Source: an optimization exercise on an open RTL-to-GDS flow (aim: a short achievable clock period and few clock cycles per item). Production flows keep margins and buffers that such runs may drop.
Where RTL was checked, it was by simulation tests only, not by an equivalence proof against the original.
Power is estimated from default activity; no workload was simulated.

== old ==
Design processor, start of the top module:
module processor (
    input  wire logic             clock_i,
    input  wire logic             reset_i,
    output logic [31:0]           imem_addr_o,
    input  wire logic [31:0]      imem_data_i,
    output logic [31:0]           dmem_addr_o,
    output logic [31:0]           dmem_wdata_o,
    output logic                  dmem_wren_o,
    input  wire logic [31:0]      dmem_rdata_i,
    output logic                  rf_write_en_o,
    output logic [4:0]            rf_write_reg_o,
    output logic [31:0]           rf_write_data_o,
    output logic [4:0]            rf_read_reg_a_o,
    output logic [4:0]            rf_read_reg_b_o,
    input  wire logic [31:0]      rf_read_data_a_i,
    input  wire logic [31:0]      rf_read_data_b_i
);
export LEC_CHECK = 0
export ABC_AREA = 1
export CAP_MARGIN = 20
export CORE_MARGIN = 2
export CORE_UTILIZATION = 40
export SETUP_SLACK_MARGIN = 4.5
export SLEW_MARGIN = 20
create_clock -name core_clock -period 7.0 [get_ports {clock_i}]
standard.sh (not shown) runs the stock make flow with config.mk's settings and CLKGATE_MAP_FILE= SYNTH_SCRIPT=/design/flow/synth_recipe.tcl, a recipe that flattens the netlist after the stock synthesis.
==> flow/flow/run.sh <==
#!/bin/bash
# The standard layout, with faster cells as the port buffers (ORFS's
# buffer_ports otherwise picks a delay cell, which repair_timing does not
# always resize). Every tool's output goes to a log file of its own.
set -euo pipefail
bash standard.sh "BUFFER_PORTS_ARGS=-buffer_cell sky130_fd_sc_hd__buf_6" finish > standard_flow.log 2>&1
diff inputs: old => new
-- flow/design.v --
<<< old, line 156
    logic        dx_wr;       
    logic        dx_ld;
    logic        dx_st;
    logic        dx_br;
>>> new, line 156
    logic        dx_wr;       
    logic        dx_ld;
    logic        dx_addi;
    logic [31:0] dx_nimm;     
    logic        dx_st;
    logic        dx_br;
<<< old, line 184
    logic        redirect;    
    logic        d_redir;     
    logic [31:0] d_tgt;
    logic [4:0]  i_op;
>>> new, line 186
    logic        redirect;    
    logic        d_redir;     
    logic        e_mis;       
    logic [31:0] d_alt;       
    logic [31:0] d_tgt;
    logic [4:0]  i_op;
<<< old, line 267
            pc_q <= '0;
        end else begin
            pc_q <= redirect ? dx_alt : pc_nx;
        end
    end
>>> new, line 271
            pc_q <= '0;
        end else begin
            pc_q <= redirect ? dx_alt : e_mis ? d_alt : pc_nx;
        end
    end
<<< old, line 284
        fd_br      <= i_br;
        fd_bne     <= i_bne;
        if (reset_i || redirect || d_redir) begin
            fd_v <= 1'b0;
        end else begin
>>> new, line 288
        fd_br      <= i_br;
        fd_bne     <= i_bne;
        if (reset_i || redirect || d_redir || e_mis) begin
            fd_v <= 1'b0;
        end else begin
<<< old, line 321
                 : (wb_en && wb_idx == fd_rb) ? wb_data
                 : rf_read_data_b_i;
    assign d_redir = fd_v && fd_pred && !fd_hit;
    always_ff @(posedge clock_i) begin
        dx_wr    <= d_wr;
        dx_ld    <= fd_lw;
        dx_st    <= fd_sw;
        dx_br    <= fd_br;
        dx_bne   <= fd_bne;
        dx_pred  <= fd_pred;
>>> new, line 325
                 : (wb_en && wb_idx == fd_rb) ? wb_data
                 : rf_read_data_b_i;
    logic        fuse;
    logic        e_zero;
    logic [31:0] nimm;
    pfx_add #(.W(32)) u_nimm (
        .a_i (~imm),
        .b_i (32'd0),
        .c_i (1'b1),
        .s_o (nimm)
    );
    assign fuse   = fd_v && fd_br && fd_bne && dx_v && dx_addi && dx_wr
                    && ((rs == 5'd0 && dx_rd == rd) || (rd == 5'd0 && dx_rd == rs));
    assign e_zero = dx_fa ? (xm_res == dx_nimm) : (dx_a == dx_nimm);
    assign e_mis  = fuse && (e_zero == fd_hit);
    assign d_alt  = fd_hit ? fd_pc1 : d_tgt;
    assign d_redir = fd_v && fd_pred && !fd_hit && !fuse;
    always_ff @(posedge clock_i) begin
        dx_wr    <= d_wr;
        dx_ld    <= fd_lw;
        dx_addi  <= fd_addi;
        dx_nimm  <= nimm;
        dx_st    <= fd_sw;
        dx_br    <= fd_br && !fuse;
        dx_bne   <= fd_bne;
        dx_pred  <= fd_pred;
Findings:
Count of clock tree sinks (new / old): 1.07
Compared with old, new shows a buffering overhead that is 0.86 points higher.
Row final cell count: new higher / old lower
[compare] base=old new=new: cell count after synthesis higher; global-route usage went up by 4.5 points; sequential power saw an increase; fraction of layout cells with a size suffix above 1 rose 4.1 points; total design power now larger.
Number of buffers inserted for hold repair after clock tree synthesis: new vs old identical
old → new: critical path depth shows an increase of 3; clock slew at the register clock pins of the worst setup and hold paths shows no meaningful change.
No functional check of the RTL was part of any run of this note.

---

Another version of the RTL of processor (not shown whole).
Size: roughly 4500 cells after synthesis, about 27000 sq um of cells after synthesis.
==> flow/config.mk <==
export PLATFORM = sky130hd
export DESIGN_NAME = processor
export DESIGN_NICKNAME = processor
export VERILOG_FILES = /design/flow/design.v
export SDC_FILE = /design/flow/constraint.sdc
export NUM_CORES = 4
export LEC_CHECK = 0
export ABC_AREA = 1
export CAP_MARGIN = 20
export CORE_MARGIN = 2
export CORE_UTILIZATION = 40
export SETUP_SLACK_MARGIN = 4.5
export SLEW_MARGIN = 20
==> flow/constraint.sdc <==
create_clock -name core_clock -period 7.0 [get_ports {clock_i}]
set_input_delay 1.4000 -clock core_clock [delete_from_list [all_inputs] [get_ports {clock_i}]]
set_output_delay 1.4000 -clock core_clock [all_outputs]
set_load 0.01 [all_outputs]
run.sh (not shown) runs the stock make flow with config.mk's settings and CLKGATE_MAP_FILE= SYNTH_SCRIPT=/design/flow/synth_recipe.tcl, a recipe that flattens the netlist after the stock synthesis.
Stock flow here: none of the scripts above is used.
Testbench counts at the start, summed over its fixed seeds: cycles 20,727, instrs 18,352.
Next try:
--- a/flow/design.v
+++ b/flow/design.v
@@ -13,37 +13,33 @@
 `default_nettype none
 module pfx_add #(
     parameter int W = 32
 ) (
     input  wire logic [W-1:0] a_i,
     input  wire logic [W-1:0] b_i,
     input  wire logic         c_i,
     output logic [W-1:0]      s_o
 );
-    localparam int LV = (W <= 2) ? 1 : (W <= 4) ? 2 : (W <= 8) ? 3 : (W <= 16) ? 4 : (W <= 32) ? 5 : 6;
+    localparam int LV = $clog2(W);
     logic [(LV+1)*W-1:0] g;
     logic [(LV+1)*W-1:0] p;
     logic [W-1:0]        c;
     for (genvar i = 0; i < W; i++) begin : g_bit
         if (i == 0) begin : g_lsb
             assign g[i] = (a_i[i] & b_i[i]) | ((a_i[i] | b_i[i]) & c_i);
         end else begin : g_up
             assign g[i] = a_i[i] & b_i[i];
         end
         assign p[i] = a_i[i] | b_i[i];
     end
     for (genvar l = 0; l < LV; l++) begin : g_lvl
         for (genvar i = 0; i < W; i++) begin : g_node
-            if (l == 0 && i == 1) begin : g_bit1
-                assign g[W+i] = g[i] | (p[i] & a_i[0] & b_i[0])
-                              | (p[i] & a_i[0] & c_i) | (p[i] & b_i[0] & c_i);
-                assign p[W+i] = p[i] & p[i-1];
-            end else if (i >= (1 << l)) begin : g_comb
+            if (i >= (1 << l)) begin : g_comb
                 assign g[(l+1)*W+i] = g[l*W+i] | (p[l*W+i] & g[l*W+i-(1<<l)]);
                 assign p[(l+1)*W+i] = p[l*W+i] & p[l*W+i-(1<<l)];
             end else begin : g_pass
                 assign g[(l+1)*W+i] = g[l*W+i];
                 assign p[(l+1)*W+i] = p[l*W+i];
             end
         end
     end
     assign c[0] = c_i;
@@ -205,20 +201,19 @@
     assign i_blt   = (i_op == pipe_pkg::OP_BLT);
     assign i_rtype = (i_op == pipe_pkg::OP_RTYPE);
     assign i_br    = (i_bne || i_blt) && (imem_data_i[16:0] != 17'd0);
     assign i_rs    = imem_data_i[21:17];
     assign i_rb    = i_rtype ? imem_data_i[16:12] : imem_data_i[26:22];
     assign i_reads_a = i_rtype || i_br || (i_op == pipe_pkg::OP_ADDI)
                        || (i_op == pipe_pkg::OP_LW) || (i_op == pipe_pkg::OP_SW);
     assign i_reads_b = i_rtype || i_br || (i_op == pipe_pkg::OP_SW);
     assign f_stall = fd_v && fd_lw_nz
-                     && (i_rs == fd_ins[26:22] || imem_data_i[16:12] == fd_ins[26:22]
-                         || imem_data_i[26:22] == fd_ins[26:22]);
+                     && ((i_reads_a && i_rs == fd_ins[26:22]) || (i_reads_b && i_rb == fd_ins[26:22]));
     pfx_add #(.W(32)) u_pc1 (
         .a_i (pc_q),
         .b_i (32'd0),
         .c_i (1'b1),
         .s_o (pc1)
     );
     assign i_pred  = i_br && (i_bne || imem_data_i[16]);
     assign i_short = (imem_data_i[16:SHORT-1] == '0) || (imem_data_i[16:SHORT-1] == '1);
     assign i_take  = i_pred && i_short;
Wire length hardly moves.
Utilization barely changes.
Design area goes down slightly.
Maximum frequency goes down by about a fifth.
Worst hold slack stays flat.
First-iteration DRC count goes up by a little under a tenth.
Sequential share of layout area goes up by 0.12 points.
Worst setup slack gets worse by 0.51 ns.
Clock power hardly moves.
Power goes down slightly.
Cell count goes up slightly.
Area after synthesis goes down slightly.
Global-route usage goes up by 0.78 points.
No functional check of the RTL was part of the second run of this note.

what the ideal ports hide:
The results above use ideal ports. As a check the final layouts listed here were re-extracted and re-timed, cells and wires unchanged.
Step 1 assumes that a clkbuf_16 drives the clock port and a buf_2 every other input.
Step 2 also shifts input and output timing later by t, the mid clock arrival at the registers, as if the neighbouring blocks saw the same clock.
Three values: ideal, step 1, step 2; two values: the first two.
run | shift t [ns] | setup slack, ns | worst data-port slew with drivers (ns)
old | 0.694 | 4.143 / 4.157 / 3.464 | 0.10
new | 0.705 | 4.128 / 4.128 / 3.458 | 0.10
the first run of note 2 | 0.663 | 4.060 / 4.103 / 3.440 | 0.06
the second run of note 2 | 0.652 | 3.549 / 3.578 / 2.926 | 0.08
After both steps every run listed still meets setup and hold. For old, which loses most, drivers alone change the setup slack by +0.014 ns; drivers and shift together by -0.679 ns.
